This is an optimization exercise on Yosys and OpenROAD, whose aim is small area, a short achievable clock period and few clock cycles per item, not a production implementation.
Only simulation tests tie the RTL to the original design; equivalence was not proved.

// trilinear_interp_axis
module trilinear_interp_axis (
    input  logic         clk,
    input  logic         rstn,
    input  logic         in_valid,
    output logic         in_ready,
    input  logic [7:0]   frac_r,
    input  logic [7:0]   frac_g,
    input  logic [7:0]   frac_b,
    input  logic         mode,
    input  logic [7:0]   in_user,
    input  logic [191:0] pt_nbr,
    output logic         out_valid,
    input  logic         out_ready,
    output logic [23:0]  out_pt,
    output logic [7:0]   out_user
);
    logic [226:0] st1_d, st1_q;
    logic [529:0] st2_d, st2_q;
    logic [145:0] st3_d, st3_q;
    logic [319:0] st4_d, st4_q;
    logic [76:0] st5_d, st5_q;
    logic [163:0] st6_d, st6_q;
    logic [5:0] v_q;
    logic [2:0] cnt;
    logic [2:0] wp, rp;
    logic [3:0] mcnt;
    logic [31:0] mem [6];
    logic [31:0] hd_q;
    wire [8:0] sel_r0 = {mode & frac_r[7], mode ? {8{frac_r[7]}} : frac_r};
    wire [8:0] sel_g0 = {mode & frac_g[7], mode ? {8{frac_g[7]}} : frac_g};
    wire [8:0] sel_b0 = {mode & frac_b[7], mode ? {8{frac_b[7]}} : frac_b};
  ...
Size in the first run: roughly 260 I/O pins, roughly 91,000 µm² of cells after synthesis.
Settings: LEC_CHECK=0, ABC_CLOCK_PERIOD_IN_PS=2700, CAP_MARGIN=20, CORE_MARGIN=2, CORE_UTILIZATION=40, SETUP_SLACK_MARGIN=3.3, SLEW_MARGIN=20, SYNTH_HIERARCHICAL=1; clock period 6.0 ns.
run.sh (not shown) runs the stock make flow with config.mk's settings and CLKGATE_MAP_FILE= SYNTH_SCRIPT=/design/flow/synth_recipe.tcl, a recipe that flattens the netlist after the stock synthesis.
Testbench counts at the start, summed over its fixed seeds: cycles 16,056, items 16,000.
==> next run, changes <==
- ABC_CLOCK_PERIOD_IN_PS: 2700 -> 3100
- SETUP_SLACK_MARGIN: 3.3 -> 2.9
Outcome:
- fmax goes down by 2.6%
- via count is lower by 5.0%
- cell area goes down by 7.3%
- clock-buffer cell count is lower by 19
- worst setup slack gets worse by 0.078 ns
- wire length falls by 13%
- final cell count goes down by 3.6%

========
sierra:
trilinear_interp_axis, a different RTL version from the one above (not shown whole).
For scale: about 6,500 cells after synthesis, ~1,700 flip-flops, about 0.091 mm² of cells after synthesis.
export LEC_CHECK = 0
export ABC_CLOCK_PERIOD_IN_PS = 2900
export CAP_MARGIN = 20
export CORE_MARGIN = 2
export CORE_UTILIZATION = 40
export SETUP_SLACK_MARGIN = 3.1
export SLEW_MARGIN = 20
export SYNTH_HIERARCHICAL = 1
export TNS_END_PERCENT = 20
create_clock -name core_clock -period 6.0 [get_ports {clk}]
standard.sh (not shown) runs the stock make flow with config.mk's settings and CLKGATE_MAP_FILE= SYNTH_SCRIPT=/design/flow/synth_recipe.tcl, a recipe that flattens the netlist after the stock synthesis.
==> flow/flow/run.sh <==
#!/bin/bash
# The standard layout (the standard.sh, unchanged synthesis and steps), with the
# port buffers that global placement inserts made from the smallest buffer cell.
set -o pipefail
export BUFFER_PORTS_ARGS="-buffer_cell sky130_fd_sc_hd__buf_1"
bash standard.sh 2>&1 | tee standard.log
Having completed the whole flow, sierra delivered a layout that passed the timing, design-rule and antenna checks.
Testbench counts of sierra, summed over its fixed seeds: cycles 16,056, items 16,000.
Input-level comparison between lagoon and sierra:
- SETUP_SLACK_MARGIN changed from 3.1 to 3.0
- TNS_END_PERCENT removed (was 20)
- ABC_CLOCK_PERIOD_IN_PS changed from 2900 to 3000
==> flow/run.sh (new file) <==
#!/bin/bash
# synth_recipe.tcl (not shown) runs the flow's synth.tcl, then flattens the netlist and writes it again
# the make line also repeats each setting of config.mk as NAME=value (left out here)
make -C /OpenROAD-flow-scripts/flow DESIGN_CONFIG=/design/flow/config.mk WORK_HOME=/design/flow/orfs CLKGATE_MAP_FILE= SYNTH_SCRIPT=/design/flow/synth_recipe.tcl finish
removed: flow/flow/run.sh
removed: flow/standard.sh
--- outcome ---
lagoon: no failed stages, no open violations at the end. Post-route cell area deteriorates in lagoon relative to sierra. Delta (lagoon minus sierra): final hold slack saw a decrease. [compare] base=sierra new=lagoon: count of sequential standard cells saw little to no change. Of lagoon and sierra, it is lagoon that has the lower overall global routing resource usage. Going from sierra to lagoon, the number of clock buffer instances in the layout was found to have gone down by about 5.4%.
--- input diff lagoon..cedar ---
- a change of SETUP_SLACK_MARGIN from 3.0 to 3.1
- a change of ABC_CLOCK_PERIOD_IN_PS from 3000 to 2900
==> comparison <==
cedar was carried through to the last stage, and its layout satisfied the timing, design-rule and antenna checks.
Re detailed-router iteration count before antenna repair: no difference whatsoever between cedar and lagoon.
Compared with lagoon, via count in cedar increased slightly.
Summary of the comparison: worst hold slack is higher in cedar, relative to lagoon.
lagoon → cedar: time the final worst path needs with I/O delays and setup down 0.052 ns; met1 global-route usage up 0.36 points.
Summary — wire length, cedar relative to lagoon: higher, by 1.8%.
Net count of the finished layout up about 0.65% in cedar wrt lagoon
[inputs] tundra vs cedar
- swapping 3.1 for 3.2 in SETUP_SLACK_MARGIN
- swapping 2900 for 2800 in ABC_CLOCK_PERIOD_IN_PS
Findings:
Clock latency reported for the late side of the worst-skew pair (tundra over cedar): decrease, 0.02 ns
| met1 layer usage reported by global route | tundra vs cedar | ≈ equal |
[compare] base=cedar new=tundra: hold slack was more or less identical, met3 usage went up by 0.39 points, first-pass GRT wire length was more or less identical, share of the cycle needed by the critical path after routing went up by 0.38 points.
tundra against cedar: highest clock frequency the design can meet went down by about 0.8%, global-route usage has increased, buffer share of cell area now larger.

==> re-timing with driven ports <==
In the flow no input, the clock included, has a driving cell. The finished layouts below were timed again as built, in two steps. Step 1 (the two cells are an assumption about what drives the block):
set clk [get_ports {clk}]
set_driving_cell -lib_cell sky130_fd_sc_hd__clkbuf_16 $clk
set_driving_cell -lib_cell sky130_fd_sc_hd__buf_2 [delete_from_list [all_inputs] $clk]
Step 2 moves the port delays by t, midway between the first and last clock arrival at a register: inputs arrive t later, outputs are due t later. That takes back most of the time a late clock gives input paths. a / b / c = ideal ports / drivers / drivers and shift; a / b = the first two.
run | t, ns | setup slack, ns | hold WS [ns]
the first run of note 1 | 0.893 | 3.025 / 2.999 / 2.981 | 0.323 / 0.323 / 0.323
the second run of note 1 | 0.897 | 2.947 / 2.919 / 2.531 | 0.317 / 0.317 / 0.317
sierra | 0.913 | 2.976 / 2.968 / 2.804 | 0.324 / 0.279 / 0.324
lagoon | 0.889 | 3.012 / 2.996 / 2.729 | 0.285 / 0.285 / 0.285
cedar | 0.901 | 3.064 / 3.026 / 2.857 | 0.313 / 0.313 / 0.313
tundra | 0.909 | 3.041 / 3.020 / 2.770 | 0.310 / 0.310 / 0.310
After both steps setup and hold are still met in every run listed. For the second run of note 1, which loses most, drivers alone change the setup slack by -0.028 ns; drivers and shift together by -0.416 ns.
